This design comes from an exercise in tuning for small area on the open sky130 flow, not from production work.
In this exercise RTL edits were held to simulation tests only and were not proved equivalent to the original.
Power figures rest on the tool's default switching activity, not on a simulated workload.

==> design/flow/design.v <==
package sme_pkg;
    typedef logic [7:0] char_t;
    localparam char_t char_any   = 8'h2E;  
    localparam char_t char_head  = 8'h5E;  
    localparam char_t char_tail  = 8'h24;  
    localparam char_t char_space = 8'h20;
    typedef enum logic [1:0] {
        st_idle = 2'd0,
        st_scan = 2'd1,
        st_done = 2'd2
    } engine_state_t;
endpackage
module sme #(
    parameter int max_string_len  = 32,
    parameter int max_pattern_len = 8
) (
    input  logic                                 clk,
    input  logic                                 reset,
    input  sme_pkg::char_t                       chardata,
    input  logic                                 isstring,
    input  logic                                 ispattern,
    output logic                                 valid,
    output logic                                 match,
    output logic [$clog2(max_string_len)-1:0]    match_index
);
    logic [8*32-1:0] ring;         
    logic            isstring_d;
    logic [5:0]      tlen;         
    logic [4:0]      pos;          
    wire       t_first = isstring & ~isstring_d;
    wire       t_wr    = isstring & (t_first | ~tlen[5]);
    wire [7:0] c       = ring[255:248];
    always_ff @(posedge clk) begin
        isstring_d <= isstring;
        ring       <= {ring[247:0], t_wr ? chardata : c};
    end
    wire [4:0] pos_n = t_first ? 5'd1 : pos + 5'd1;
    always_ff @(posedge clk or posedge reset) begin
        if (reset) pos <= '0;
        else       pos <= pos_n;
    end
    always_ff @(posedge clk or posedge reset) begin
        if (reset) begin
            tlen <= '0;
        end else if (t_wr) begin
            tlen <= {~t_first & (pos == 5'd31), pos_n};
        end
    end
    logic [63:0] pq;
    logic        ispattern_d;
    logic [3:0]  ns;               
    logic        head;             
    logic        tail;             
    logic [2:0]  a;                
    logic [2:0]  e;                
    wire p_first = ispattern & ~ispattern_d;
    wire p_caret = (chardata == sme_pkg::char_head);
    wire p_more  = ~(ns[3] | (ns[2:0] == 3'd7 & head));    
    wire p_take  = ispattern & (p_first | p_more);
    wire p_store = p_take & ~(p_first & p_caret);
    wire p_fst   = p_store & (p_first | (ns == 4'd0));
    always_ff @(posedge clk) begin
        ispattern_d <= ispattern;
        pq <= {p_store ? (chardata ^ sme_pkg::char_any) : pq[7:0], pq[63:8]};
        a  <= p_fst ? 3'd7 : a - 3'd1;
        e  <= p_store ? 3'd7 : e - 3'd1;
        if (p_first) begin
            ns   <= {3'd0, ~p_caret};
            head <= p_caret;
        end else if (p_store) begin
            ns   <= ns + 4'd1;
        end
        if (p_take) tail <= (chardata == sme_pkg::char_tail);
    end
    wire       m0   = (ns == {3'd0, tail});         
    wire [2:0] b    = e - {2'd0, tail};             
    logic       srch;              
    logic       started;           
    logic       xw;                
    logic       prev_sp;           
    logic       pend;              
    logic [7:0] d;                 
    wire run_end = ispattern_d & ~ispattern;
    wire active  = srch | run_end;
    wire step    = active & (started | (pos == 5'd0));
    wire bnd     = ({xw, pos} == tlen);       
    wire sp      = (c == sme_pkg::char_space);
    wire start   = ~head | prev_sp;
    logic [7:0] dn;
    logic       cc;
    always_comb begin
        cc = 1'b0;
        for (int j = 0; j < 8; j++) begin
            dn[j] = ((pq[8*j +: 8] == 8'd0) | (pq[8*j +: 8] == (c ^ sme_pkg::char_any))) &
                    ((a == 3'(j)) ? start : d[j]);
            cc = cc | (dn[j] & (b == 3'(j)));
        end
    end
    wire       pend_e = m0 ? start : pend;
    wire       hit    = tail ? (pend_e & (bnd | sp)) : (m0 ? start : (cc & ~bnd));
    wire       finish = step & (hit | bnd);
    always_ff @(posedge clk) begin
        d           <= step ? dn : 8'd0;
        pend        <= step & cc;
        prev_sp     <= step ? sp : 1'b1;
        xw          <= finish ? hit : (step & (xw | (pos == 5'd31)));
    end
    always_ff @(posedge clk or posedge reset) begin
        if (reset) begin
            srch    <= 1'b0;
            started <= 1'b0;
        end else begin
            srch    <= active & ~finish;
            started <= step;
        end
    end
    assign valid = started & ~srch;
    assign match = xw;
    assign match_index = (match & (ns != 4'd0)) ? (pos - {1'b0, ns}) : 5'd0;
endmodule
==> design/flow/flow/run.sh <==
#!/bin/bash
# The standard layout (the standard.sh, synthesis unchanged), with the
# smallest buffer on the ports and a clock tree without dummy balancing loads.
set -euo pipefail
export BUFFER_PORTS_ARGS="-buffer_cell sky130_fd_sc_hd__buf_1"
export CTS_ARGS="-sink_clustering_enable -repair_clock_nets -sink_clustering_size 20 -sink_clustering_max_diameter 50 -buf_list sky130_fd_sc_hd__clkbuf_8 -dont_use_dummy_load"
bash standard.sh > standard.log 2>&1
==> design/flow/standard.sh <==
#!/bin/bash
# synth_recipe.tcl (not shown) runs the flow's synth.tcl, then flattens the netlist and writes it again
# the make line also repeats each setting of config.mk as NAME=value (left out here)
make -C /OpenROAD-flow-scripts/flow DESIGN_CONFIG=/design/flow/config.mk WORK_HOME=/design/flow/orfs CLKGATE_MAP_FILE= SYNTH_SCRIPT=/design/flow/synth_recipe.tcl "${@:-finish}"
==> design/flow/config.mk <==
export PLATFORM = sky130hd
export DESIGN_NAME = sme
export DESIGN_NICKNAME = sme
export VERILOG_FILES = /design/flow/design.v
export SDC_FILE = /design/flow/constraint.sdc
export NUM_CORES = 4
export LEC_CHECK = 0
export CAP_MARGIN = 20
export CORE_MARGIN = 2
export CORE_UTILIZATION = 80
export CTS_BUF_LIST = sky130_fd_sc_hd__clkbuf_8
export CTS_CLUSTER_DIAMETER = 50
export CTS_CLUSTER_SIZE = 20
export SLEW_MARGIN = 20
==> design/flow/constraint.sdc <==
create_clock -name core_clock -period 10.0 [get_ports {clk}]
set_input_delay 2.0000 -clock core_clock [delete_from_list [all_inputs] [get_ports {clk}]]
set_output_delay 2.0000 -clock core_clock [all_outputs]
set_load 0.01 [all_outputs]
==> impl_results.html, run 1 <==
<table>
<tr><th>Metric</th><th>Value</th></tr>
<tr><th colspan="2">Worst setup path</th></tr>
<tr><td>Startpoint class of the critical path</td><td>flip-flop</td></tr>
<tr><td>R2r startpoint</td><td>ns[0]$_DFFE_PP_</td></tr>
<tr><td>Required time of the critical path</td><td>8.00 ns</td></tr>
<tr><td>Reg-to-reg setup timing slack</td><td>7.43 ns</td></tr>
<tr><td>FF-to-FF path depth</td><td>7</td></tr>
<tr><td>Worst EP arrival</td><td>2.33 ns</td></tr>
<tr><td>Kind of end point of the critical path</td><td>output port</td></tr>
<tr><td>Category of the critical setup timing path</td><td>flip-flop to output port</td></tr>
<tr><td>Worst R2R End</td><td>ns[3]$_SDFFE_PP0P_</td></tr>
<tr><td>Crit Path Max Fanout</td><td>6</td></tr>
<tr><th colspan="2">Route</th></tr>
<tr><td>Vias per std cell</td><td>5.73</td></tr>
<tr><td>DR iter-0 viols</td><td>344</td></tr>
<tr><td>Average wire per cell in the routed design</td><td>21.0 um</td></tr>
<tr><td>Number of remaining DRC errors</td><td>0</td></tr>
<tr><td>Remaining number of nets flagged by the antenna check after routing</td><td>0</td></tr>
<tr><td>Total iterations of the first detailed-routing run</td><td>5</td></tr>
<tr><td>Overall routed net length</td><td>17800 um</td></tr>
<tr><td>Total vias in the final route</td><td>4844</td></tr>
<tr><th colspan="2">Synth</th></tr>
<tr><td>Combinational family with the most area after synthesis</td><td>XOR/XNOR gates</td></tr>
<tr><td>Number of warning messages in the yosys log</td><td>1</td></tr>
<tr><td>#FFs+latches synth</td><td>358</td></tr>
<tr><td>Xor and xnor fraction of the mapped netlist area</td><td>7.27%</td></tr>
<tr><td>Number of enable flip-flop cells after synthesis</td><td>3</td></tr>
<tr><td>Post-synthesis instance area</td><td>0.00952 sq mm</td></tr>
<tr><td>Sequential area share after synthesis</td><td>76.3%</td></tr>
<tr><td>Synthesized netlist net count</td><td>703</td></tr>
<tr><td>Synth Area in Compound Gates</td><td>3.17%</td></tr>
<tr><td>Proportion of register bits with asynchronous set or reset after synthesis</td><td>3.63%</td></tr>
<tr><td>Leading register cell type out of synthesis</td><td>sky130_fd_sc_hd__dfxtp_1</td></tr>
<tr><td>Portion of netlist area occupied by mux cells</td><td>2.20%</td></tr>
<tr><td>Distinct cell type count of the synthesized netlist</td><td>51</td></tr>
<tr><td>Area share of and/or/nand/nor cells after synthesis</td><td>7.09%</td></tr>
<tr><td>Post-Syn Area per Cell</td><td>14.2 sq um</td></tr>
<tr><td>Adder-cell area share of the yosys netlist</td><td>2.58%</td></tr>
<tr><td>Number of instances in the synthesized netlist</td><td>672</td></tr>
<tr><th colspan="2">Clock tree</th></tr>
<tr><td>Root cell of the clock tree</td><td>sky130_fd_sc_hd__clkbuf_8</td></tr>
<tr><td>Inserted Clock Buffers</td><td>22</td></tr>
<tr><td>Clock latency of the later-clocked register in the worst-skew pair</td><td>0.54 ns</td></tr>
<tr><td>CTS tree</td><td>done</td></tr>
<tr><td>Number of sinks driven by the clock tree</td><td>358</td></tr>
<tr><td>Hold buffer count at CTS</td><td>0</td></tr>
<tr><td>Post-CTS sizing</td><td>0</td></tr>
<tr><td>Buffers inserted during post-CTS setup optimization</td><td>0</td></tr>
<tr><td>Number of buffers between clock root and the deepest sink</td><td>3</td></tr>
<tr><td>Count of H-tree levels built during CTS</td><td>1</td></tr>
<tr><td>Clock transition at path regs</td><td>0.11 ns</td></tr>
<tr><th colspan="2">Layout</th></tr>
<tr><td>Layout filler cell count</td><td>496</td></tr>
<tr><td>Area of combinational cells with multiple inputs</td><td>0.00212 sq mm</td></tr>
<tr><td>Area growth from synthesis to layout</td><td>5.01%</td></tr>
<tr><td>Final net count</td><td>735</td></tr>
<tr><td>Flip-flop and latch area</td><td>0.00726 sq mm</td></tr>
<tr><td>Fin util</td><td>86.8%</td></tr>
<tr><td>Final antenna diode count</td><td>0</td></tr>
<tr><td>Layout cell share with drive strength beyond 1</td><td>6.27%</td></tr>
<tr><th colspan="2">Power</th></tr>
<tr><td>IR Drop Worst-Case VDD</td><td>0.000217 V</td></tr>
<tr><td>Static Leakage</td><td>0.00411 uW</td></tr>
<tr><td>PD cells</td><td>263 mW/mm^2</td></tr>
<tr><th colspan="2">Place</th></tr>
<tr><td>IO Port Bufs</td><td>18</td></tr>
<tr><td>Final Wtd Congestion</td><td>0.873</td></tr>
<tr><td>Placed wire-length estimate</td><td>11900 um</td></tr>
<tr><th colspan="2">Timing</th></tr>
<tr><td>Worst setup skew after layout</td><td>0.0584 ns</td></tr>
<tr><td>Period utilization</td><td>43.3%</td></tr>
<tr><td>Setup-violating endpoint count in the final report</td><td>0</td></tr>
<tr><td>Max-slew headroom</td><td>50.4%</td></tr>
<tr><td>Minimum period implied by the final worst setup slack</td><td>4.33 ns</td></tr>
<tr><td>Highest clock rate</td><td>231 MHz</td></tr>
<tr><td>Final hold violation count</td><td>0</td></tr>
<tr><td>Aggregate negative setup slack</td><td>0 ns</td></tr>
<tr><td>Worst-Margin Slew</td><td>0.743 ns</td></tr>
<tr><td>Unrepaired setup endpoints after global routing</td><td>false</td></tr>
<tr><td>Final Max Slew Viols</td><td>0</td></tr>
<tr><th colspan="2">Floorplanning</th></tr>
<tr><td>Count of standard-cell rows</td><td>39</td></tr>
<tr><td>Initial Utilization</td><td>82.6%</td></tr>
<tr><td>Number of top-level design ports</td><td>19</td></tr>
<tr><td>Core Region</td><td>0.0115 sq mm</td></tr>
<tr><td>Die extent in y</td><td>113 um</td></tr>
<tr><td>Floorplan die width</td><td>113 um</td></tr>
<tr><td>Die area</td><td>0.0128 sq mm</td></tr>
<tr><th colspan="2">Global route</th></tr>
<tr><td>Overall overflow remaining after global route</td><td>0</td></tr>
<tr><td>Aggregate global-route resource usage</td><td>28.5%</td></tr>
<tr><td>Antenna violations before repair</td><td>0</td></tr>
<tr><td>Via count of the first global-routing pass</td><td>5316</td></tr>
<tr><td>Global-route wire length before repair</td><td>27800 um</td></tr>
<tr><td>Maximum number of pins on one net before global-route repair</td><td>21</td></tr>
<tr><th colspan="2">Min path</th></tr>
<tr><td>Hold path depth</td><td>0</td></tr>
<tr><td>Hold crit path type</td><td>flip-flop to flip-flop</td></tr>
<tr><td>Endpoint of the worst hold-timing path</td><td>ring[34]$_DFF_P_</td></tr>
<tr><td>Startpoint of the worst hold path</td><td>ring[26]$_DFF_P_</td></tr>
<tr><th colspan="2">Flow run</th></tr>
<tr><td>Maximum capacitance violations</td><td>0</td></tr>
<tr><th colspan="2">Run status</th></tr>
<tr><td>Result of the run</td><td>complete, no violations</td></tr>
</table>
[final cells by class]
type                            instances  area share [%]
Tap cell                              143            1.79
Inverter                               14           0.526
Timing Repair Buffer                   19           0.751
Multi-Input combinational cell        289            21.2
Sequential cell                       358            72.7
Clock buffer                           22            3.03
[stage by stage]
stage | std cells | hold slack (ns) | setup slack [ns] | instance area, sq um | total power [uW]
after floorplan | 672 | 0.310 | 6.37 | 9520 | 1940
after global placement | 822 | 0.310 | 6.26 | 9680 | 2010
after detailed placement | 823 | 0.312 | 6.17 | 9690 | 2060
after CTS | 845 | 0.293 | 5.65 | 9990 | 2630
after global routing | 845 | 0.292 | 5.52 | 9990 | 2730
final | 845 | 0.292 | 5.67 | 9990 | 2630
[worst max-delay path by stage]
stage | from | to | depth (start not counted)
finish | pos[0]$_DFF_PP0_ | match_index[4] | 9
global route | pos[0]$_DFF_PP0_ | match_index[4] | 9
CTS | pos[0]$_DFF_PP0_ | match_index[4] | 9
detailed placement | pos[0]$_DFF_PP0_ | match_index[4] | 9
global placement | pos[0]$_DFF_PP0_ | match_index[4] | 9
floorplan | pos[0]$_DFF_PP0_ | match_index[4] | 8
[cells in the mapped netlist, types with 2 or more instances]
| library cell | n | area (sq um) |
|---|---|---|
| sky130_fd_sc_hd__nand2_1 | 31 | 116 |
| sky130_fd_sc_hd__nor3b_1 | 3 | 22.5 |
| sky130_fd_sc_hd__o21ai_1 | 2 | 10.0 |
| sky130_fd_sc_hd__ha_1 | 18 | 225 |
| sky130_fd_sc_hd__nand4_1 | 9 | 56.3 |
| sky130_fd_sc_hd__inv_1 | 14 | 52.6 |
| sky130_fd_sc_hd__dfxtp_1 | 342 | 6850 |
| sky130_fd_sc_hd__buf_6 | 3 | 33.8 |
| sky130_fd_sc_hd__clkbuf_1 | 3 | 11.3 |
| sky130_fd_sc_hd__buf_4 | 4 | 30.0 |
| sky130_fd_sc_hd__nor3_1 | 2 | 10.0 |
| sky130_fd_sc_hd__mux2i_1 | 4 | 40.0 |
| sky130_fd_sc_hd__a21o_1 | 3 | 22.5 |
| sky130_fd_sc_hd__mux2_2 | 15 | 169 |
| sky130_fd_sc_hd__o21ai_0 | 10 | 50.1 |
| sky130_fd_sc_hd__xor2_1 | 36 | 315 |
| sky130_fd_sc_hd__nor2b_1 | 6 | 37.5 |
| sky130_fd_sc_hd__a211o_1 | 2 | 17.5 |
| sky130_fd_sc_hd__and3_1 | 6 | 37.5 |
| sky130_fd_sc_hd__and2_1 | 2 | 12.5 |
| sky130_fd_sc_hd__nor4b_1 | 3 | 26.3 |
| sky130_fd_sc_hd__nor2_1 | 27 | 101 |
| sky130_fd_sc_hd__a22oi_1 | 3 | 22.5 |
| sky130_fd_sc_hd__nor4_1 | 24 | 150 |
| sky130_fd_sc_hd__dfrtp_1 | 13 | 325 |
| sky130_fd_sc_hd__or2_2 | 2 | 12.5 |
| sky130_fd_sc_hd__a31oi_1 | 3 | 18.8 |
| sky130_fd_sc_hd__nand3_1 | 2 | 10.0 |
| sky130_fd_sc_hd__xnor2_1 | 43 | 377 |
| sky130_fd_sc_hd__edfxtp_1 | 3 | 90.1 |
| sky130_fd_sc_hd__nand2b_1 | 5 | 31.3 |
| sky130_fd_sc_hd__a21oi_1 | 10 | 50.1 |
[report_power, final]
group	internal [uW]	switching [uW]
Sequential	1590	134
Clock	199	385
Combinational	148	179
[cells by family after synthesis]
group | Yosys count
xor+xnor | 79
buf+inv | 25
mux | 19
simple gates | 128
fa+ha+maj | 19
compound gates | 44
flops | 358
[flip-flops by register name (all words and copies together) (netlist names)]
signal	cells
tlen	6
pos	5
prev_sp	1
ns	4
isstring_d	1
tail	1
ring	256
head	1
ispattern_d	1
pq	64
started	1
pend	1
d	8
srch	1
a	3
e	3
xw	1
[worst max-delay path, cell delays in order, from the launching register on]
cell	delay, ns
sky130_fd_sc_hd__dfrtp_1	0.45
sky130_fd_sc_hd__inv_1	0.11
sky130_fd_sc_hd__ha_1	0.15
sky130_fd_sc_hd__inv_1	0.06
sky130_fd_sc_hd__fa_1	0.41
sky130_fd_sc_hd__a21o_1	0.18
sky130_fd_sc_hd__a21oi_1	0.17
sky130_fd_sc_hd__xnor2_1	0.08
sky130_fd_sc_hd__nor2_1	0.08
sky130_fd_sc_hd__buf_1	0.15
[layout by cell type (no fill, tap or decap), drive strengths merged, types with 2 or more instances in the layout]
cell,netlist,final
nor3,2,2
a21oi,10,10
and2,2,2
clkbuf,3,22
dfrtp,13,13
xor2,36,36
buf,8,19
nor3b,3,3
nor2,27,27
ha,18,18
mux2,15,15
xnor2,43,43
a31oi,3,3
a211o,2,2
nor4,25,25
inv,14,14
and3,6,6
nand2,31,31
nor2b,6,6
dfxtp,342,342
a21o,3,3
nand4,9,9
or2,3,3
nor4b,3,3
mux2i,4,4
edfxtp,3,3
a22oi,3,3
nand3,2,2
o21ai,13,13
nand2b,5,5
[per-layer routing]
layer,GRT usage (%),up-vias,part of all wire [%]
met1,34.1,2332,39
met2,52.3,194,53
met4,11.5,0,3.3
met3,3.80,60,5.2
li1,-,2258,-
met5,0,-,0
==> inputs of run 2 (changes only) <==
--- a/design/flow/design.v
+++ b/design/flow/design.v
@@ -62,5 +62,5 @@
     always_ff @(posedge clk) begin
         ispattern_d <= ispattern;
-        pq <= {p_store ? (chardata ^ sme_pkg::char_any) : pq[7:0], pq[63:8]};
+        pq <= {p_store ? chardata : pq[7:0], pq[63:8]};
         a  <= p_fst ? 3'd7 : a - 3'd1;
         e  <= p_store ? 3'd7 : e - 3'd1;
@@ -92,5 +92,5 @@
         cc = 1'b0;
         for (int j = 0; j < 8; j++) begin
-            dn[j] = ((pq[8*j +: 8] == 8'd0) | (pq[8*j +: 8] == (c ^ sme_pkg::char_any))) &
+            dn[j] = ((pq[8*j +: 8] == sme_pkg::char_any) | (pq[8*j +: 8] == c)) &
                     ((a == 3'(j)) ? start : d[j]);
             cc = cc | (dn[j] & (b == 3'(j)));
==> design/flow/flow/run.sh (replaced) <==
#!/bin/bash
# The standard layout (the standard.sh, synthesis unchanged), with the
# smallest buffer on the ports and a clock tree without dummy balancing loads.
set -euo pipefail
export BUFFER_PORTS_ARGS="-buffer_cell sky130_fd_sc_hd__buf_1"
export CTS_ARGS="-sink_clustering_enable -repair_clock_nets -sink_clustering_size 18 -sink_clustering_max_diameter 50 -buf_list sky130_fd_sc_hd__clkbuf_8 -dont_use_dummy_load"
bash standard.sh > standard.log 2>&1
--- a/design/flow/config.mk
+++ b/design/flow/config.mk
@@ -8,7 +8,7 @@
 export CAP_MARGIN = 20
 export CORE_MARGIN = 2
-export CORE_UTILIZATION = 80
+export CORE_UTILIZATION = 70
 export CTS_BUF_LIST = sky130_fd_sc_hd__clkbuf_8
 export CTS_CLUSTER_DIAMETER = 50
-export CTS_CLUSTER_SIZE = 20
+export CTS_CLUSTER_SIZE = 18
 export SLEW_MARGIN = 20
==> impl_results.html, run 2 <==
<table>
<tr><th>Metric</th><th>Value</th></tr>
<tr><th colspan="2">Route</th></tr>
<tr><td>Overall routed net length</td><td>14800 um (was 17800 um)</td></tr>
<tr><td>Average wire per cell in the routed design</td><td>16.8 um (was 21.0 um)</td></tr>
<tr><td>Highest routed layer</td><td>met4 (unchanged)</td></tr>
<tr><td>Wire length on met1</td><td>6900 um (was 6910 um)</td></tr>
<tr><td>Total vias in the final route</td><td>4600 (was 4844)</td></tr>
<tr><td>DR iter-0 viols</td><td>260 (was 344)</td></tr>
<tr><td>Total iterations of the first detailed-routing run</td><td>4 (was 5)</td></tr>
<tr><td>Remaining number of nets flagged by the antenna check after routing</td><td>0 (unchanged)</td></tr>
<tr><td>Met2 WL</td><td>6890 um (was 9350 um)</td></tr>
<tr><td>Vias per std cell</td><td>5.23 (was 5.73)</td></tr>
<tr><td>Met3 routed wirelength</td><td>604 um (was 922 um)</td></tr>
<tr><td>Number of remaining DRC errors</td><td>0 (unchanged)</td></tr>
<tr><th colspan="2">Floorplanning</th></tr>
<tr><td>Initial Utilization</td><td>72.0% (was 82.6%)</td></tr>
<tr><td>Count of standard-cell rows</td><td>42 (was 39)</td></tr>
<tr><td>Die area</td><td>0.0146 sq mm (was 0.0128 sq mm)</td></tr>
<tr><td>Number of top-level design ports</td><td>19 (unchanged)</td></tr>
<tr><td>Floorplan die width</td><td>121 um (was 113 um)</td></tr>
<tr><td>Die extent in y</td><td>121 um (was 113 um)</td></tr>
<tr><td>Core Region</td><td>0.0133 sq mm (was 0.0115 sq mm)</td></tr>
<tr><th colspan="2">Global route</th></tr>
<tr><td>Maximum number of pins on one net before global-route repair</td><td>19 (was 21)</td></tr>
<tr><td>Overall overflow remaining after global route</td><td>0 (unchanged)</td></tr>
<tr><td>Global-route wire length before repair</td><td>23900 um (was 27800 um)</td></tr>
<tr><td>Via count of the first global-routing pass</td><td>4782 (was 5316)</td></tr>
<tr><td>Aggregate global-route resource usage</td><td>21.1% (was 28.5%)</td></tr>
<tr><td>Antenna violations before repair</td><td>0 (unchanged)</td></tr>
<tr><th colspan="2">Timing</th></tr>
<tr><td>Final setup slack of the worst path</td><td>5.69 ns (was 5.67 ns)</td></tr>
<tr><td>Minimum period implied by the final worst setup slack</td><td>4.31 ns (was 4.33 ns)</td></tr>
<tr><td>Unrepaired setup endpoints after global routing</td><td>false (unchanged)</td></tr>
<tr><td>Max-slew headroom</td><td>43.4% (was 50.4%)</td></tr>
<tr><td>Worst setup skew after layout</td><td>0.0617 ns (was 0.0584 ns)</td></tr>
<tr><td>Final hold violation count</td><td>0 (unchanged)</td></tr>
<tr><td>Setup-violating endpoint count in the final report</td><td>0 (unchanged)</td></tr>
<tr><td>Aggregate negative setup slack</td><td>0 ns (unchanged)</td></tr>
<tr><td>Highest clock rate</td><td>232 MHz (was 231 MHz)</td></tr>
<tr><td>Worst-Margin Slew</td><td>0.838 ns (was 0.743 ns)</td></tr>
<tr><td>Period utilization</td><td>43.1% (was 43.3%)</td></tr>
<tr><td>Final Max Slew Viols</td><td>0 (unchanged)</td></tr>
<tr><th colspan="2">Synth</th></tr>
<tr><td>Number of enable flip-flop cells after synthesis</td><td>3 (unchanged)</td></tr>
<tr><td>Post-Syn Area per Cell</td><td>14.3 sq um (was 14.2 sq um)</td></tr>
<tr><td>Proportion of register bits with asynchronous set or reset after synthesis</td><td>3.63% (unchanged)</td></tr>
<tr><td>Top post-synthesis cells by count</td><td>342 x sky130_fd_sc_hd__dfxtp_1, 42 x sky130_fd_sc_hd__xnor2_1, 37 x sky130_fd_sc_hd__xor2_1, 29 x sky130_fd_sc_hd__nor2_1, 23 x sky130_fd_sc_hd__nand2_1 (was 342 x sky130_fd_sc_hd__dfxtp_1, 43 x sky130_fd_sc_hd__xnor2_1, 36 x sky130_fd_sc_hd__xor2_1, 31 x sky130_fd_sc_hd__nand2_1, 27 x sky130_fd_sc_hd__nor2_1)</td></tr>
<tr><td>Synthesized netlist net count</td><td>702 (was 703)</td></tr>
<tr><td>Portion of netlist area occupied by mux cells</td><td>2.65% (was 2.20%)</td></tr>
<tr><td>Sequential area share after synthesis</td><td>75.8% (was 76.3%)</td></tr>
<tr><td>Post-synthesis instance area</td><td>0.00957 sq mm (was 0.00952 sq mm)</td></tr>
<tr><td>Number of instances in the synthesized netlist</td><td>671 (was 672)</td></tr>
<tr><td>Combinational family with the most area after synthesis</td><td>simple AND/OR/NAND/NOR gates (was XOR/XNOR gates)</td></tr>
<tr><td>Dominant cells by area after synthesis</td><td>sky130_fd_sc_hd__dfxtp_1 72%, sky130_fd_sc_hd__xnor2_1 3.8%, sky130_fd_sc_hd__dfrtp_1 3.4% (was sky130_fd_sc_hd__dfxtp_1 72%, sky130_fd_sc_hd__xnor2_1 4.0%, sky130_fd_sc_hd__dfrtp_1 3.4%)</td></tr>
<tr><td>#FFs+latches synth</td><td>358 (unchanged)</td></tr>
<tr><td>Xor and xnor fraction of the mapped netlist area</td><td>7.23% (was 7.27%)</td></tr>
<tr><td>Number of warning messages in the yosys log</td><td>1 (unchanged)</td></tr>
<tr><td>Area share of and/or/nand/nor cells after synthesis</td><td>7.50% (was 7.09%)</td></tr>
<tr><td>Leading register cell type out of synthesis</td><td>sky130_fd_sc_hd__dfxtp_1 (unchanged)</td></tr>
<tr><td>Area share of the leading cell type in the synthesized netlist</td><td>71.5% (was 71.9%)</td></tr>
<tr><td>Distinct cell type count of the synthesized netlist</td><td>49 (was 51)</td></tr>
<tr><td>Adder-cell area share of the yosys netlist</td><td>2.56% (was 2.58%)</td></tr>
<tr><td>Most area-hungry cell type in the Yosys netlist</td><td>sky130_fd_sc_hd__dfxtp_1 (unchanged)</td></tr>
<tr><td>Most frequent cell after synthesis</td><td>sky130_fd_sc_hd__dfxtp_1 (unchanged)</td></tr>
<tr><td>Synth Area in Compound Gates</td><td>2.78% (was 3.17%)</td></tr>
<tr><th colspan="2">Clock tree</th></tr>
<tr><td>Root cell of the clock tree</td><td>sky130_fd_sc_hd__clkbuf_8 (unchanged)</td></tr>
<tr><td>Inserted Clock Buffers</td><td>26 (was 22)</td></tr>
<tr><td>Count of H-tree levels built during CTS</td><td>1 (unchanged)</td></tr>
<tr><td>Post-CTS sizing</td><td>0 (unchanged)</td></tr>
<tr><td>Number of sinks driven by the clock tree</td><td>358 (unchanged)</td></tr>
<tr><td>Clock latency of the later-clocked register in the worst-skew pair</td><td>0.55 ns (was 0.54 ns)</td></tr>
<tr><td>Clock transition at path regs</td><td>0.08 ns (was 0.11 ns)</td></tr>
<tr><td>Hold buffer count at CTS</td><td>0 (unchanged)</td></tr>
<tr><td>CTS tree</td><td>done (unchanged)</td></tr>
<tr><td>Buffers inserted during post-CTS setup optimization</td><td>0 (unchanged)</td></tr>
<tr><td>Number of buffers between clock root and the deepest sink</td><td>3 (unchanged)</td></tr>
<tr><th colspan="2">Min path</th></tr>
<tr><td>Endpoint of the worst hold-timing path</td><td>ring[26]$_DFF_P_ (was ring[34]$_DFF_P_)</td></tr>
<tr><td>Hold crit path type</td><td>flip-flop to flip-flop (unchanged)</td></tr>
<tr><td>Startpoint of the worst hold path</td><td>ring[18]$_DFF_P_ (was ring[26]$_DFF_P_)</td></tr>
<tr><td>Hold path depth</td><td>0 (unchanged)</td></tr>
<tr><th colspan="2">Run status</th></tr>
<tr><td>Result of the run</td><td>complete, no violations (unchanged)</td></tr>
<tr><th colspan="2">Layout</th></tr>
<tr><td>Final net count</td><td>737 (was 735)</td></tr>
<tr><td>Most frequent cells in the layout</td><td>342 x sky130_fd_sc_hd__dfxtp_1, 42 x sky130_fd_sc_hd__xnor2_1, 37 x sky130_fd_sc_hd__xor2_1 (was 342 x sky130_fd_sc_hd__dfxtp_1, 43 x sky130_fd_sc_hd__xnor2_1, 36 x sky130_fd_sc_hd__xor2_1)</td></tr>
<tr><td>Most common cell after layout, fill and taps aside</td><td>sky130_fd_sc_hd__dfxtp_1 (unchanged)</td></tr>
<tr><td>Area growth from synthesis to layout</td><td>6.02% (was 5.01%)</td></tr>
<tr><td>Biggest regs</td><td>ring x256, pq x64, d x8 (unchanged)</td></tr>
<tr><td>Final antenna diode count</td><td>0 (unchanged)</td></tr>
<tr><td>Fin util</td><td>76.4% (was 86.8%)</td></tr>
<tr><td>Largest register FFs</td><td>256 (unchanged)</td></tr>
<tr><td>Layout cell share with drive strength beyond 1</td><td>8.10% (was 6.27%)</td></tr>
<tr><td>Largest register by flop count</td><td>ring (unchanged)</td></tr>
<tr><th colspan="2">Place</th></tr>
<tr><td>Final Wtd Congestion</td><td>0.851 (was 0.873)</td></tr>
<tr><td>Placed wire-length estimate</td><td>9930 um (was 11900 um)</td></tr>
<tr><td>IO Port Bufs</td><td>18 (unchanged)</td></tr>
<tr><td>Worst Setup Slack post-DPL</td><td>6.16 ns (was 6.17 ns)</td></tr>
<tr><th colspan="2">Worst setup path</th></tr>
<tr><td>Category of the critical setup timing path</td><td>flip-flop to output port (unchanged)</td></tr>
<tr><td>Crit Path Max Fanout</td><td>6 (unchanged)</td></tr>
<tr><td>Reg-to-reg setup timing slack</td><td>7.18 ns (was 7.43 ns)</td></tr>
<tr><td>Worst R2R End</td><td>xw$_DFF_P_ (was ns[3]$_SDFFE_PP0P_)</td></tr>
<tr><td>Required time of the critical path</td><td>8.00 ns (about the same)</td></tr>
<tr><td>FF-to-FF path depth</td><td>7 (unchanged)</td></tr>
<tr><td>R2r startpoint</td><td>ring[254]$_DFF_P_ (was ns[0]$_DFFE_PP_)</td></tr>
<tr><td>Startpoint class of the critical path</td><td>flip-flop (unchanged)</td></tr>
<tr><td>Worst EP arrival</td><td>2.31 ns (was 2.33 ns)</td></tr>
<tr><td>Kind of end point of the critical path</td><td>output port (unchanged)</td></tr>
<tr><th colspan="2">Power</th></tr>
<tr><td>IR Drop Worst-Case VDD</td><td>0.000169 V (was 0.000217 V)</td></tr>
<tr><td>PD cells</td><td>260 mW/mm^2 (was 263 mW/mm^2)</td></tr>
<tr><td>Static Leakage</td><td>0.00417 uW (was 0.00411 uW)</td></tr>
<tr><th colspan="2">Flow run</th></tr>
<tr><td>Maximum capacitance violations</td><td>0 (unchanged)</td></tr>
</table>
run 2: worst max-delay path by stage:
stage	start	to	slack (ns)
6_report	pos[0]$_DFF_PP0_	match_index[4]	5.69
5_1_grt	pos[0]$_DFF_PP0_	match_index[4]	5.58
4_1_cts	pos[0]$_DFF_PP0_	match_index[4]	5.65
3_5_place_dp	ispattern	ns[3]$_SDFFE_PP0P_	6.16
3_3_place_gp	pos[0]$_DFF_PP0_	match_index[4]	6.26
2_1_floorplan	pos[0]$_DFF_PP0_	match_index[4]	6.37
run 2: worst max-delay path, stage by stage (launching register included):
cell and delay (ns):
sky130_fd_sc_hd__dfrtp_1 0.44, sky130_fd_sc_hd__inv_1 0.11, sky130_fd_sc_hd__ha_1 0.15, sky130_fd_sc_hd__inv_1 0.06
sky130_fd_sc_hd__fa_1 0.40, sky130_fd_sc_hd__a21o_1 0.17, sky130_fd_sc_hd__a21oi_1 0.16, sky130_fd_sc_hd__xnor2_1 0.08
sky130_fd_sc_hd__nor2_1 0.08, sky130_fd_sc_hd__buf_1 0.16
run 2: cell families after synthesis:
logic type,count (synthesis)
AOI/OAI and AO/OA,39
xor gates and xnor gates,79
adders and majority gates,19
buffers and inverters,27
DFF,358
and+or+nand+nor,126
muxes,23
run 2: power breakdown:
part | leakage [uW] | switching [uW] | internal, uW
combinational | 0.000920 | 166 | 157
sequential | 0.00306 | 117 | 1580
clock | 0.000187 | 385 | 233
run 2: stage by stage:
step | power, uW | instances | hold slack, ns | cell area (sq um)
after detailed placement | 2050 | 854 | 0.312 | 9790
after global routing | 2770 | 880 | 0.302 | 10200
after global placement | 2020 | 854 | 0.310 | 9790
after CTS | 2660 | 880 | 0.294 | 10200
final | 2640 | 880 | 0.291 | 10200
after floorplan | 1940 | 671 | 0.310 | 9570
run 2: area by class of cell:
| cell class | count | area, sq um |
|---|---|---|
| sequential | 358 | 7260 |
| fill | 827 | 3140 |
| multi-input combinational | 286 | 2180 |
| clock buffer | 26 | 358 |
| tap | 176 | 220 |
| timing repair buffer | 20 | 82.6 |
| inverter | 14 | 52.6 |
run 2: routing by layer:
metal / vias up / global-route usage [%]
met5: - / 0
met4: 0 / 7.49
met3: 36 / 3.90
met2: 87 / 34.2
met1: 2216 / 28.6
li1: 2261 / -
==> inputs of run 3 (changes only) <==
--- a/design/flow/design.v
+++ b/design/flow/design.v
@@ -62,5 +62,5 @@
     always_ff @(posedge clk) begin
         ispattern_d <= ispattern;
-        pq <= {p_store ? chardata : pq[7:0], pq[63:8]};
+        pq <= {p_store ? (chardata ^ sme_pkg::char_any) : pq[7:0], pq[63:8]};
         a  <= p_fst ? 3'd7 : a - 3'd1;
         e  <= p_store ? 3'd7 : e - 3'd1;
@@ -92,5 +92,5 @@
         cc = 1'b0;
         for (int j = 0; j < 8; j++) begin
-            dn[j] = ((pq[8*j +: 8] == sme_pkg::char_any) | (pq[8*j +: 8] == c)) &
+            dn[j] = ((pq[8*j +: 8] == 8'd0) | (pq[8*j +: 8] == (c ^ sme_pkg::char_any))) &
                     ((a == 3'(j)) ? start : d[j]);
             cc = cc | (dn[j] & (b == 3'(j)));
==> design/flow/flow/run.sh (replaced) <==
#!/bin/bash
# The standard layout (the standard.sh), with three changes:
#  - after the standard synthesis, its combinational logic is mapped again by
#    ABC for area (reopt.log); every register instance is kept as it is, with
#    its name and cell type;
#  - the smallest buffer on the ports;
#  - a clock tree without dummy balancing loads.
set -euo pipefail
export BUFFER_PORTS_ARGS="-buffer_cell sky130_fd_sc_hd__buf_1"
export CTS_ARGS="-sink_clustering_enable -repair_clock_nets -sink_clustering_size 20 -sink_clustering_max_diameter 50 -buf_list sky130_fd_sc_hd__clkbuf_8 -dont_use_dummy_load"

bash standard.sh synth > standard_synth.log 2>&1

RES=$PWD/orfs/results/$FLOW_PLATFORM/sme/base
LIB=$FLOW_HOME/platforms/$FLOW_PLATFORM/lib/sky130_fd_sc_hd__tt_025C_1v80.lib
YOSYS=$FLOW_HOME/../tools/install/yosys/bin/yosys
[ -x "$YOSYS" ] || YOSYS=yosys

cp "$RES/1_2_yosys.v" "$RES/1_2_yosys_standard.v"
python3 flow/genmodels.py "$LIB" "$RES/1_2_yosys_standard.v" > cell_models.v 2> genmodels.log
cat > reopt.ys <<YS
read_verilog cell_models.v
read_verilog $RES/1_2_yosys_standard.v
hierarchy -top $FLOW_TOP
flatten
opt -purge
techmap
opt -fast -purge
abc -liberty $LIB -dont_use *lpflow* -dont_use *probe* -dont_use sky130_fd_sc_hd__conb_1 -script $PWD/flow/area.abc
opt_clean -purge
setundef -zero
splitnets
opt_clean -purge
hilomap -singleton -hicell sky130_fd_sc_hd__conb_1 HI -locell sky130_fd_sc_hd__conb_1 LO
opt_clean -purge
rename -hide w:*.*
stat -liberty $LIB
write_verilog -noattr -nohex -nodec $RES/1_2_yosys.v
YS
"$YOSYS" -s reopt.ys > reopt.log 2>&1

rm -f "$RES/1_synth.odb" "$RES/1_synth.sdc"
bash standard.sh > standard.log 2>&1
==> design/flow/flow/area.abc (new file) <==
strash
ifraig
dc2
dch -f
amap
strash
dch -f
amap
topo
==> design/flow/flow/genmodels.py (new file) <==
# Writes Verilog models of the liberty's combinational cells (from their
# function attributes) and blackbox stubs of its sequential cells, for the
# cells that a netlist uses. Usage: genmodels.py LIB NETLIST > models.v
import re,sys
lib=open(sys.argv[1]).read()
net=open(sys.argv[2]).read()
# split cells
cells={}
for m in re.finditer(r'\n\s*cell\s*\(\s*"?(\w+)"?\s*\)\s*\{',lib):
    cells[m.group(1)]=m.end()
names=list(cells)
used=set(re.findall(r'^\s*(\w+)\s+\S+\s*\(',net,re.M))
out=[]
def body(start):
    depth=1;i=start
    while depth:
        c=lib[i]
        if c=='{':depth+=1
        elif c=='}':depth-=1
        i+=1
    return lib[start:i]
for n in names:
    if used is not None and n not in used: continue
    b=body(cells[n])
    pins=[]
    for pm in re.finditer(r'\n\s*pin\s*\(\s*"?(\w+)"?\s*\)\s*\{',b):
        pb=b[pm.end():pm.end()+4000]
        d=re.search(r'direction\s*:\s*"?(\w+)"?',pb).group(1)
        f=re.search(r'\bfunction\s*:\s*"([^"]*)"',pb[:pb.find('\n        }') if '\n        }' in pb else 4000])
        pins.append((pm.group(1),d,f.group(1) if f else None))
    seq=('ff (' in b) or ('ff(' in b) or ('latch' in b) or ('statetable' in b)
    ports=[p for p,d,f in pins]
    decl=[]
    for p,d,f in pins:
        decl.append(('input ' if d=='input' else 'output ')+p+';')
    if seq or any(d=='output' and f is None for p,d,f in pins):
        out.append('(* blackbox *)\nmodule %s(%s);\n%s\nendmodule\n'%(n,', '.join(ports),'\n'.join(decl)))
        continue
    assigns=[]
    for p,d,f in pins:
        if d=='output':
            e=f.replace('!','~').replace('+','|').replace('*','&').replace('^','^')
            e=re.sub(r'\)\s*\(',')&(',e)
            e=re.sub(r'(\w)\s+(\w)',r'\1&\2',e)
            assigns.append('assign %s = %s;'%(p,e))
    out.append('module %s(%s);\n%s\n%s\nendmodule\n'%(n,', '.join(ports),'\n'.join(decl),'\n'.join(assigns)))
print('\n'.join(out))
--- a/design/flow/config.mk
+++ b/design/flow/config.mk
@@ -8,7 +8,7 @@
 export CAP_MARGIN = 20
 export CORE_MARGIN = 2
-export CORE_UTILIZATION = 70
+export CORE_UTILIZATION = 75
 export CTS_BUF_LIST = sky130_fd_sc_hd__clkbuf_8
 export CTS_CLUSTER_DIAMETER = 50
-export CTS_CLUSTER_SIZE = 18
+export CTS_CLUSTER_SIZE = 20
 export SLEW_MARGIN = 20
==> impl_results.html, run 3 <==
<table>
<tr><th>Metric</th><th>Value</th></tr>
<tr><th colspan="2">Run status</th></tr>
<tr><td>Result of the run</td><td>complete, no violations (unchanged)</td></tr>
<tr><th colspan="2">Floorplanning</th></tr>
<tr><td>Die extent in y</td><td>115 um (was 121 um)</td></tr>
<tr><td>Number of top-level design ports</td><td>19 (unchanged)</td></tr>
<tr><td>Floorplan die width</td><td>115 um (was 121 um)</td></tr>
<tr><td>Count of standard-cell rows</td><td>40 (was 42)</td></tr>
<tr><td>Initial Utilization</td><td>76.8% (was 72.0%)</td></tr>
<tr><td>Die area</td><td>0.0131 sq mm (was 0.0146 sq mm)</td></tr>
<tr><td>Core Region</td><td>0.0120 sq mm (was 0.0133 sq mm)</td></tr>
<tr><th colspan="2">Place</th></tr>
<tr><td>Final Wtd Congestion</td><td>0.875 (was 0.851)</td></tr>
<tr><td>IO Port Bufs</td><td>18 (unchanged)</td></tr>
<tr><td>Dpl cell area</td><td>0.00944 sq mm (was 0.00979 sq mm)</td></tr>
<tr><td>Number of instances in the placed design</td><td>900 (was 854)</td></tr>
<tr><td>Placed wire-length estimate</td><td>11800 um (was 9930 um)</td></tr>
<tr><th colspan="2">Power</th></tr>
<tr><td>IR Drop Worst-Case VDD</td><td>0.000180 V (was 0.000169 V)</td></tr>
<tr><td>Tot Pwr</td><td>2610 uW (was 2640 uW)</td></tr>
<tr><td>PD cells</td><td>268 mW/mm^2 (was 260 mW/mm^2)</td></tr>
<tr><td>Static Leakage</td><td>0.00379 uW (was 0.00417 uW)</td></tr>
<tr><th colspan="2">Global route</th></tr>
<tr><td>Antenna violations before repair</td><td>0 (unchanged)</td></tr>
<tr><td>Overall overflow remaining after global route</td><td>0 (unchanged)</td></tr>
<tr><td>Global-route wire length before repair</td><td>28700 um (was 23900 um)</td></tr>
<tr><td>Aggregate global-route resource usage</td><td>28.4% (was 21.1%)</td></tr>
<tr><td>Via count of the first global-routing pass</td><td>5535 (was 4782)</td></tr>
<tr><td>Maximum number of pins on one net before global-route repair</td><td>21 (was 19)</td></tr>
<tr><th colspan="2">Min path</th></tr>
<tr><td>Startpoint of the worst hold path</td><td>ring[19]$_DFF_P_ (was ring[18]$_DFF_P_)</td></tr>
<tr><td>Hold path depth</td><td>0 (unchanged)</td></tr>
<tr><td>Hold crit path type</td><td>flip-flop to flip-flop (unchanged)</td></tr>
<tr><td>Endpoint of the worst hold-timing path</td><td>ring[27]$_DFF_P_ (was ring[26]$_DFF_P_)</td></tr>
<tr><th colspan="2">Worst setup path</th></tr>
<tr><td>FF-to-FF path depth</td><td>14 (was 7)</td></tr>
<tr><td>Buffering stage count on the worst path with inverters included</td><td>3 (unchanged)</td></tr>
<tr><td>Worst EP arrival</td><td>2.56 ns (was 2.31 ns)</td></tr>
<tr><td>Kind of end point of the critical path</td><td>output port (unchanged)</td></tr>
<tr><td>Longest individual stage delay on the worst path</td><td>0.44 ns (about the same)</td></tr>
<tr><td>Reg-to-reg setup timing slack</td><td>6.08 ns (was 7.18 ns)</td></tr>
<tr><td>R2r startpoint</td><td>ring[254]$_DFF_P_ (unchanged)</td></tr>
<tr><td>Required time of the critical path</td><td>8.00 ns (about the same)</td></tr>
<tr><td>Category of the critical setup timing path</td><td>flip-flop to output port (unchanged)</td></tr>
<tr><td>Family with the most delay on the worst path</td><td>compound AO/OA/AOI/OAI gates (was adder cells)</td></tr>
<tr><td>Critical-path cell with the highest stage delay</td><td>sky130_fd_sc_hd__edfxtp_1 (was sky130_fd_sc_hd__dfrtp_1)</td></tr>
<tr><td>Crit path cell chain</td><td>clkinv_1 &gt; nor2_1 &gt; clkinv_1 &gt; o22ai_1 &gt; nor2_1 &gt; a21oi_1 &gt; nor2_1 &gt; a21oi_1 &gt; nor2_1 &gt; a211oi_1 &gt; buf_1 (was inv_1 &gt; ha_1 &gt; inv_1 &gt; fa_1 &gt; a21o_1 &gt; a21oi_1 &gt; xnor2_1 &gt; nor2_1 &gt; buf_1)</td></tr>
<tr><td>Crit Path Max Fanout</td><td>5 (was 6)</td></tr>
<tr><td>Most used cell, CP</td><td>sky130_fd_sc_hd__nor2_1 (was sky130_fd_sc_hd__inv_1)</td></tr>
<tr><td>Startpoint class of the critical path</td><td>flip-flop (unchanged)</td></tr>
<tr><td>Worst R2R End</td><td>xw$_DFF_P_ (unchanged)</td></tr>
<tr><th colspan="2">Synth</th></tr>
<tr><td>Number of instances in the synthesized netlist</td><td>734 (was 671)</td></tr>
<tr><td>Number of warning messages in the yosys log</td><td>1 (unchanged)</td></tr>
<tr><td>Post-Syn Area per Cell</td><td>12.5 sq um (was 14.3 sq um)</td></tr>
<tr><td>Synthesized netlist net count</td><td>746 (was 702)</td></tr>
<tr><td>Post-synthesis instance area</td><td>0.00919 sq mm (was 0.00957 sq mm)</td></tr>
<tr><th colspan="2">Route</th></tr>
<tr><td>Remaining number of nets flagged by the antenna check after routing</td><td>0 (unchanged)</td></tr>
<tr><td>Vias per std cell</td><td>5.99 (was 5.23)</td></tr>
<tr><td>DR iter-0 viols</td><td>722 (was 260)</td></tr>
<tr><td>Overall routed net length</td><td>18300 um (was 14800 um)</td></tr>
<tr><td>Number of remaining DRC errors</td><td>0 (unchanged)</td></tr>
<tr><td>Total vias in the final route</td><td>5527 (was 4600)</td></tr>
<tr><td>Average wire per cell in the routed design</td><td>19.8 um (was 16.8 um)</td></tr>
<tr><td>Total iterations of the first detailed-routing run</td><td>5 (was 4)</td></tr>
<tr><th colspan="2">Clock tree</th></tr>
<tr><td>Clock latency of the later-clocked register in the worst-skew pair</td><td>0.53 ns (was 0.55 ns)</td></tr>
<tr><td>Hold buffer count at CTS</td><td>0 (unchanged)</td></tr>
<tr><td>Clock transition at path regs</td><td>0.11 ns (was 0.08 ns)</td></tr>
<tr><td>Number of sinks driven by the clock tree</td><td>358 (unchanged)</td></tr>
<tr><td>Count of H-tree levels built during CTS</td><td>1 (unchanged)</td></tr>
<tr><td>Number of buffers between clock root and the deepest sink</td><td>3 (unchanged)</td></tr>
<tr><td>Inserted Clock Buffers</td><td>22 (was 26)</td></tr>
<tr><td>Buffers inserted during post-CTS setup optimization</td><td>0 (unchanged)</td></tr>
<tr><td>Post-CTS sizing</td><td>0 (unchanged)</td></tr>
<tr><td>Root cell of the clock tree</td><td>sky130_fd_sc_hd__clkbuf_8 (unchanged)</td></tr>
<tr><td>CTS tree</td><td>done (unchanged)</td></tr>
<tr><th colspan="2">Timing</th></tr>
<tr><td>Unrepaired setup endpoints after global routing</td><td>false (unchanged)</td></tr>
<tr><td>Setup-violating endpoint count in the final report</td><td>0 (unchanged)</td></tr>
<tr><td>Max-slew headroom</td><td>46.4% (was 43.4%)</td></tr>
<tr><td>Period utilization</td><td>45.6% (was 43.1%)</td></tr>
<tr><td>Minimum period implied by the final worst setup slack</td><td>4.56 ns (was 4.31 ns)</td></tr>
<tr><td>Final Max Slew Viols</td><td>0 (unchanged)</td></tr>
<tr><td>Final hold violation count</td><td>0 (unchanged)</td></tr>
<tr><td>Aggregate negative setup slack</td><td>0 ns (unchanged)</td></tr>
<tr><td>Worst setup skew after layout</td><td>0.0293 ns (was 0.0617 ns)</td></tr>
<tr><td>Highest clock rate</td><td>219 MHz (was 232 MHz)</td></tr>
<tr><td>Worst-Margin Slew</td><td>0.803 ns (was 0.838 ns)</td></tr>
<tr><th colspan="2">Layout</th></tr>
<tr><td>Final antenna diode count</td><td>0 (unchanged)</td></tr>
<tr><td>Area growth from synthesis to layout</td><td>6.12% (was 6.02%)</td></tr>
<tr><td>Final net count</td><td>789 (was 737)</td></tr>
<tr><td>Biggest regs</td><td>ring x256, pq x64, d x8 (unchanged)</td></tr>
<tr><td>Largest register FFs</td><td>256 (unchanged)</td></tr>
<tr><td>Largest register by flop count</td><td>ring (unchanged)</td></tr>
<tr><td>Fin area</td><td>0.00975 sq mm (was 0.0102 sq mm)</td></tr>
<tr><td>Fin util</td><td>81.5% (was 76.4%)</td></tr>
<tr><td>Most frequent cells in the layout</td><td>342 x sky130_fd_sc_hd__dfxtp_1, 69 x sky130_fd_sc_hd__nor2_1, 64 x sky130_fd_sc_hd__clkinv_1 (was 342 x sky130_fd_sc_hd__dfxtp_1, 42 x sky130_fd_sc_hd__xnor2_1, 37 x sky130_fd_sc_hd__xor2_1)</td></tr>
<tr><td>Layout cell share with drive strength beyond 1</td><td>2.97% (was 8.10%)</td></tr>
<tr><td>Most common cell after layout, fill and taps aside</td><td>sky130_fd_sc_hd__dfxtp_1 (unchanged)</td></tr>
<tr><td>Non-filler cells in the finished layout</td><td>922 (was 880)</td></tr>
<tr><th colspan="2">Flow run</th></tr>
<tr><td>Maximum capacitance violations</td><td>0 (unchanged)</td></tr>
</table>
run 3: power by group:
group	switching, uW	internal (uW)	total, uW
logic	179	94.2	273
registers	136	1620	1750
clock network	383	200	583
run 3: cell type report:
type	instances	area, sq um
Clock buffer	22	303
Sequential cell	358	7260
Tap cell	147	184
Fill cell	627	2210
Multi-Input combinational cell	312	1680
Timing Repair Buffer	19	75.1
Inverter	64	240
run 3: through the flow:
step	setup WS, ns	hold WS, ns
floorplan	6.29	0.310
global placement	5.92	0.309
detailed placement	5.69	0.312
CTS	5.45	0.329
global route	5.22	0.331
finish	5.44	0.327
run 3: worst max-delay path by stage:
stage                          startpoint               to  slack (ns)  cells after the start
after floorplan                 ispattern  a[2]$_SDFF_PP1_        6.29                      8
after detailed placement        ispattern  a[2]$_SDFF_PP1_        5.69                      9
after global placement          ispattern  a[2]$_SDFF_PP1_        5.92                      9
after global routing      ns[0]$_DFFE_PP_   match_index[4]        5.22                     11
final                     ns[0]$_DFFE_PP_   match_index[4]        5.44                     11
after CTS                 ns[0]$_DFFE_PP_   match_index[4]        5.45                     11
run 3: layer usage:
layer | share of wire, % | GRT usage (%)
met1 | 40 | 36.3
met2 | 48 | 48.5
met3 | 7.6 | 4.82
met4 | 4.2 | 11.1
met5 | 0 | 0
==> inputs of run 4 (changes only) <==
--- a/design/flow/design.v
+++ b/design/flow/design.v
@@ -53,5 +53,4 @@
     logic        tail;             
     logic [2:0]  a;                
-    logic [2:0]  e;                
     wire p_first = ispattern & ~ispattern_d;
     wire p_caret = (chardata == sme_pkg::char_head);
@@ -64,5 +63,4 @@
         pq <= {p_store ? (chardata ^ sme_pkg::char_any) : pq[7:0], pq[63:8]};
         a  <= p_fst ? 3'd7 : a - 3'd1;
-        e  <= p_store ? 3'd7 : e - 3'd1;
         if (p_first) begin
             ns   <= {3'd0, ~p_caret};
@@ -74,5 +72,6 @@
     end
     wire       m0   = (ns == {3'd0, tail});         
-    wire [2:0] b    = e - {2'd0, tail};             
+    wire [3:0] m    = ns - {3'd0, tail};            
+    wire [2:0] b    = a + m[2:0] - 3'd1;            
     logic       srch;              
     logic       started;           
--- a/design/flow/flow/run.sh
+++ b/design/flow/flow/run.sh
@@ -2,5 +2,5 @@
 # The standard layout (the standard.sh), with three changes:
 #  - after the standard synthesis, its combinational logic is mapped again by
-#    ABC for area (reopt.log); every register instance is kept as it is, with
+#    ABC for area (reopt*.log, reopt_choice.log); every register instance is kept as it is, with
 #    its name and cell type;
 #  - the smallest buffer on the ports;
@@ -19,5 +19,8 @@
 cp "$RES/1_2_yosys.v" "$RES/1_2_yosys_standard.v"
 python3 flow/genmodels.py "$LIB" "$RES/1_2_yosys_standard.v" > cell_models.v 2> genmodels.log
-cat > reopt.ys <<YS
+# Map with a few ABC scripts and keep the smallest result.
+best=""; best_area=""
+for k in 1 2 3; do
+cat > reopt$k.ys <<YS
 read_verilog cell_models.v
 read_verilog $RES/1_2_yosys_standard.v
@@ -27,5 +30,5 @@
 techmap
 opt -fast -purge
-abc -liberty $LIB -dont_use *lpflow* -dont_use *probe* -dont_use sky130_fd_sc_hd__conb_1 -script $PWD/flow/area.abc
+abc -liberty $LIB -dont_use *lpflow* -dont_use *probe* -dont_use sky130_fd_sc_hd__conb_1 -script $PWD/flow/area$k.abc
 opt_clean -purge
 setundef -zero
@@ -35,8 +38,16 @@
 opt_clean -purge
 rename -hide w:*.*
-stat -liberty $LIB
-write_verilog -noattr -nohex -nodec $RES/1_2_yosys.v
+tee -o reopt$k.stat stat -liberty $LIB
+write_verilog -noattr -nohex -nodec $PWD/reopt$k.v
 YS
-"$YOSYS" -s reopt.ys > reopt.log 2>&1
+"$YOSYS" -s reopt$k.ys > reopt$k.log 2>&1
+area=$(grep "Chip area" reopt$k.stat | awk '{print $NF}')
+echo "script $k: $area" >> reopt_choice.log
+if [ -z "$best" ] || python3 -c "import sys; sys.exit(0 if float('$area') < float('$best_area') else 1)"; then
+  best=$k; best_area=$area
+fi
+done
+echo "using script $best" >> reopt_choice.log
+cp reopt$best.v "$RES/1_2_yosys.v"
 
 rm -f "$RES/1_synth.odb" "$RES/1_synth.sdc"
==> design/flow/flow/area1.abc (new file) <==
strash; dc2; dch -f; amap; topo
==> design/flow/flow/area2.abc (new file) <==
strash; ifraig; dc2; dch -f; amap; strash; dch -f; amap; topo
==> design/flow/flow/area3.abc (new file) <==
strash
ifraig
dc2
dch -f
amap -F 20 -A 40
topo
removed: design/flow/flow/area.abc
==> impl_results.html, run 4 <==
<table>
<tr><th>Metric</th><th>Value</th></tr>
<tr><th colspan="2">Clock tree</th></tr>
<tr><td>Post-CTS sizing</td><td>0 (unchanged)</td></tr>
<tr><td>Count of H-tree levels built during CTS</td><td>1 (unchanged)</td></tr>
<tr><td>Hold buffer count at CTS</td><td>0 (unchanged)</td></tr>
<tr><td>Number of buffers between clock root and the deepest sink</td><td>3 (unchanged)</td></tr>
<tr><td>Inserted Clock Buffers</td><td>22 (unchanged)</td></tr>
<tr><td>Number of sinks driven by the clock tree</td><td>355 (was 358)</td></tr>
<tr><td>Buffers inserted during post-CTS setup optimization</td><td>0 (unchanged)</td></tr>
<tr><td>Clock transition at path regs</td><td>0.11 ns (about the same)</td></tr>
<tr><td>Root cell of the clock tree</td><td>sky130_fd_sc_hd__clkbuf_8 (unchanged)</td></tr>
<tr><td>CTS tree</td><td>done (unchanged)</td></tr>
<tr><td>Clock latency of the later-clocked register in the worst-skew pair</td><td>0.53 ns (about the same)</td></tr>
<tr><th colspan="2">Route</th></tr>
<tr><td>Met3 routed wirelength</td><td>1390 um (about the same)</td></tr>
<tr><td>DR iter-0 viols</td><td>645 (was 722)</td></tr>
<tr><td>Total iterations of the first detailed-routing run</td><td>7 (was 5)</td></tr>
<tr><td>Remaining number of nets flagged by the antenna check after routing</td><td>0 (unchanged)</td></tr>
<tr><td>Average wire per cell in the routed design</td><td>17.9 um (was 19.8 um)</td></tr>
<tr><td>Highest routed layer</td><td>met4 (unchanged)</td></tr>
<tr><td>Wire length on met1</td><td>6830 um (was 7330 um)</td></tr>
<tr><td>Met2 WL</td><td>7720 um (was 8810 um)</td></tr>
<tr><td>Total vias in the final route</td><td>5541 (was 5527)</td></tr>
<tr><td>Overall routed net length</td><td>16400 um (was 18300 um)</td></tr>
<tr><td>Number of remaining DRC errors</td><td>0 (unchanged)</td></tr>
<tr><td>Vias per std cell</td><td>6.05 (was 5.99)</td></tr>
<tr><th colspan="2">Flow run</th></tr>
<tr><td>Maximum capacitance violations</td><td>0 (unchanged)</td></tr>
<tr><th colspan="2">Layout</th></tr>
<tr><td>Non-filler cells in the finished layout</td><td>916 (was 922)</td></tr>
<tr><td>Area of combinational cells with multiple inputs</td><td>0.00169 sq mm (was 0.00168 sq mm)</td></tr>
<tr><td>Largest register FFs</td><td>256 (unchanged)</td></tr>
<tr><td>Final antenna diode count</td><td>0 (unchanged)</td></tr>
<tr><td>Layout cell share with drive strength beyond 1</td><td>2.86% (was 2.97%)</td></tr>
<tr><td>Area growth from synthesis to layout</td><td>6.07% (was 6.12%)</td></tr>
<tr><td>Fin area</td><td>0.00968 sq mm (was 0.00975 sq mm)</td></tr>
<tr><td>Biggest regs</td><td>ring x256, pq x64, d x8 (unchanged)</td></tr>
<tr><td>Layout filler cell count</td><td>676 (was 627)</td></tr>
<tr><td>Most common cell after layout, fill and taps aside</td><td>sky130_fd_sc_hd__dfxtp_1 (unchanged)</td></tr>
<tr><td>Final net count</td><td>783 (was 789)</td></tr>
<tr><td>Flip-flop and latch area</td><td>0.00720 sq mm (was 0.00726 sq mm)</td></tr>
<tr><td>Most frequent cells in the layout</td><td>339 x sky130_fd_sc_hd__dfxtp_1, 64 x sky130_fd_sc_hd__clkinv_1, 64 x sky130_fd_sc_hd__nor2_1 (was 342 x sky130_fd_sc_hd__dfxtp_1, 69 x sky130_fd_sc_hd__nor2_1, 64 x sky130_fd_sc_hd__clkinv_1)</td></tr>
<tr><td>Largest register by flop count</td><td>ring (unchanged)</td></tr>
<tr><th colspan="2">Timing</th></tr>
<tr><td>Aggregate negative setup slack</td><td>0 ns (unchanged)</td></tr>
<tr><td>Final setup slack of the worst path</td><td>5.48 ns (was 5.44 ns)</td></tr>
<tr><td>Final hold violation count</td><td>0 (unchanged)</td></tr>
<tr><td>Setup-violating endpoint count in the final report</td><td>0 (unchanged)</td></tr>
<tr><td>Period utilization</td><td>45.2% (was 45.6%)</td></tr>
<tr><td>Final Max Slew Viols</td><td>0 (unchanged)</td></tr>
<tr><td>Minimum period implied by the final worst setup slack</td><td>4.52 ns (was 4.56 ns)</td></tr>
<tr><td>Highest clock rate</td><td>221 MHz (was 219 MHz)</td></tr>
<tr><td>Max-slew headroom</td><td>38.1% (was 46.4%)</td></tr>
<tr><td>Unrepaired setup endpoints after global routing</td><td>false (unchanged)</td></tr>
<tr><td>Worst setup skew after layout</td><td>0.0494 ns (was 0.0293 ns)</td></tr>
<tr><td>Worst-Margin Slew</td><td>0.906 ns (was 0.803 ns)</td></tr>
<tr><th colspan="2">Floorplanning</th></tr>
<tr><td>Die extent in y</td><td>114 um (was 115 um)</td></tr>
<tr><td>Initial Utilization</td><td>76.3% (was 76.8%)</td></tr>
<tr><td>Floorplan die width</td><td>114 um (was 115 um)</td></tr>
<tr><td>Die area</td><td>0.0131 sq mm (about the same)</td></tr>
<tr><td>Count of standard-cell rows</td><td>40 (unchanged)</td></tr>
<tr><td>Number of top-level design ports</td><td>19 (unchanged)</td></tr>
<tr><td>Core Region</td><td>0.0120 sq mm (unchanged)</td></tr>
<tr><th colspan="2">Synth</th></tr>
<tr><td>Post-synthesis instance area</td><td>0.00913 sq mm (was 0.00919 sq mm)</td></tr>
<tr><td>Number of warning messages in the yosys log</td><td>1 (unchanged)</td></tr>
<tr><td>Synthesized netlist net count</td><td>741 (was 746)</td></tr>
<tr><td>Post-Syn Area per Cell</td><td>12.5 sq um (about the same)</td></tr>
<tr><td>Number of instances in the synthesized netlist</td><td>729 (was 734)</td></tr>
<tr><th colspan="2">Global route</th></tr>
<tr><td>Via count of the first global-routing pass</td><td>5369 (was 5535)</td></tr>
<tr><td>Overall overflow remaining after global route</td><td>0 (unchanged)</td></tr>
<tr><td>Antenna violations before repair</td><td>0 (unchanged)</td></tr>
<tr><td>Global-route wire length before repair</td><td>26400 um (was 28700 um)</td></tr>
<tr><td>Aggregate global-route resource usage</td><td>25.7% (was 28.4%)</td></tr>
<tr><td>Maximum number of pins on one net before global-route repair</td><td>21 (unchanged)</td></tr>
<tr><th colspan="2">Power</th></tr>
<tr><td>Tot Pwr</td><td>2540 uW (was 2610 uW)</td></tr>
<tr><td>IR Drop Worst-Case VDD</td><td>0.000167 V (was 0.000180 V)</td></tr>
<tr><td>PD cells</td><td>262 mW/mm^2 (was 268 mW/mm^2)</td></tr>
<tr><td>Static Leakage</td><td>0.00376 uW (was 0.00379 uW)</td></tr>
<tr><th colspan="2">Worst setup path</th></tr>
<tr><td>Category of the critical setup timing path</td><td>flip-flop to output port (unchanged)</td></tr>
<tr><td>Kind of end point of the critical path</td><td>output port (unchanged)</td></tr>
<tr><td>Worst EP arrival</td><td>2.52 ns (was 2.56 ns)</td></tr>
<tr><td>Required time of the critical path</td><td>8.00 ns (about the same)</td></tr>
<tr><td>Crit Path Max Fanout</td><td>7 (was 5)</td></tr>
<tr><td>Startpoint class of the critical path</td><td>flip-flop (unchanged)</td></tr>
<tr><th colspan="2">Run status</th></tr>
<tr><td>Result of the run</td><td>complete, no violations (unchanged)</td></tr>
<tr><th colspan="2">Place</th></tr>
<tr><td>Placed wire-length estimate</td><td>11000 um (was 11800 um)</td></tr>
<tr><td>Final Wtd Congestion</td><td>0.949 (was 0.875)</td></tr>
<tr><td>Dpl cell area</td><td>0.00938 sq mm (was 0.00944 sq mm)</td></tr>
<tr><td>Worst Setup Slack post-DPL</td><td>5.74 ns (was 5.69 ns)</td></tr>
<tr><td>Number of instances in the placed design</td><td>894 (was 900)</td></tr>
<tr><td>IO Port Bufs</td><td>18 (unchanged)</td></tr>
<tr><th colspan="2">Min path</th></tr>
<tr><td>Hold crit path type</td><td>flip-flop to flip-flop (unchanged)</td></tr>
</table>
## run 4: worst paths after layout
check / from / end / slack, ns / cells past startpoint
max in group asynchronous: reset / pos[2]$_DFF_PP0_ / 8.31 / 2
max: ns[1]$_SDFFE_PP0P_ / match_index[4] / 5.48 / 9
min in group asynchronous: reset / pos[3]$_DFF_PP0_ / 1.42 / 2
min: ring[242]$_DFF_P_ / ring[250]$_DFF_P_ / 0.31 / 0
min reg2reg: ring[242]$_DFF_P_ / ring[250]$_DFF_P_ / 0.31 / 0
max reg2reg: ring[252]$_DFF_P_ / xw$_DFF_P_ / 5.96 / 14
## run 4: layer usage
layer  vias to the layer above  track usage (%)
met5                         -                0
li1                       2590                -
met2                       328             42.9
met1                      2565             35.2
met4                         0             8.21
met3                        58             3.49
## run 4: stage by stage
step	util, %	hold slack [ns]
after floorplan	-	0.310
after global routing	80.9	0.316
after detailed placement	78.4	0.312
after CTS	80.9	0.315
after global placement	78.4	0.310
final	80.9	0.311
## run 4: cell type report
class	count	share of cell area [%]
Sequential cell	355	74.4
Multi-Input combinational cell	310	17.4
Clock buffer	22	3.13
Inverter	64	2.48
Tap cell	147	1.90
Timing Repair Buffer	18	0.698
## run 4: critical path, cell delays in order (launching register included)
cell and delay [ns]:
sky130_fd_sc_hd__dfxtp_1 0.45, sky130_fd_sc_hd__clkinv_1 0.22, sky130_fd_sc_hd__o21ai_0 0.18, sky130_fd_sc_hd__o21ai_0 0.16
sky130_fd_sc_hd__a22oi_1 0.24, sky130_fd_sc_hd__nor2_1 0.10, sky130_fd_sc_hd__a21oi_1 0.18, sky130_fd_sc_hd__nor2_1 0.06
sky130_fd_sc_hd__a211oi_1 0.25, sky130_fd_sc_hd__buf_1 0.18
## run 4: power by group
part | leakage [uW] | total, uW | switching [uW] | internal (uW)
clock | 0.000158 | 570 | 371 | 199
combinational | 0.000550 | 270 | 178 | 92.5
sequential | 0.00305 | 1700 | 113 | 1590
total | 0.00376 | 2540 | 661 | 1880

-- what the ideal ports hide --
No port has a modelled driver above. Below, the same layouts with a new extraction and two added sets of constraints. Step 1 assumes that a clkbuf_16 drives the clock port and a buf_2 every other input. Step 2 times the ports against the registers' clock, not the clock port: input delays grow and output delays shrink by t, the midpoint of the rising clock arrivals with the driver on. Slacks: ideal / step 1 / step 2; pairs: ideal / step 1.
run	t (ns)	setup slack, ns	latest minus earliest clock arrival (ns)	worst register clock-pin slew, ns	pins driven straight from the clock port
run 1	0.539	5.671 / 5.638 / 6.137	0.058 / 0.058	0.12 / 0.12	1
run 2	0.556	5.694 / 5.658 / 6.127	0.067 / 0.067	0.10 / 0.10	1
run 3	0.546	5.443 / 5.408 / 5.619	0.029 / 0.029	0.12 / 0.12	1
run 4	0.545	5.480 / 5.440 / 5.708	0.051 / 0.051	0.11 / 0.11	1
After both steps setup and hold are still met in every run listed.
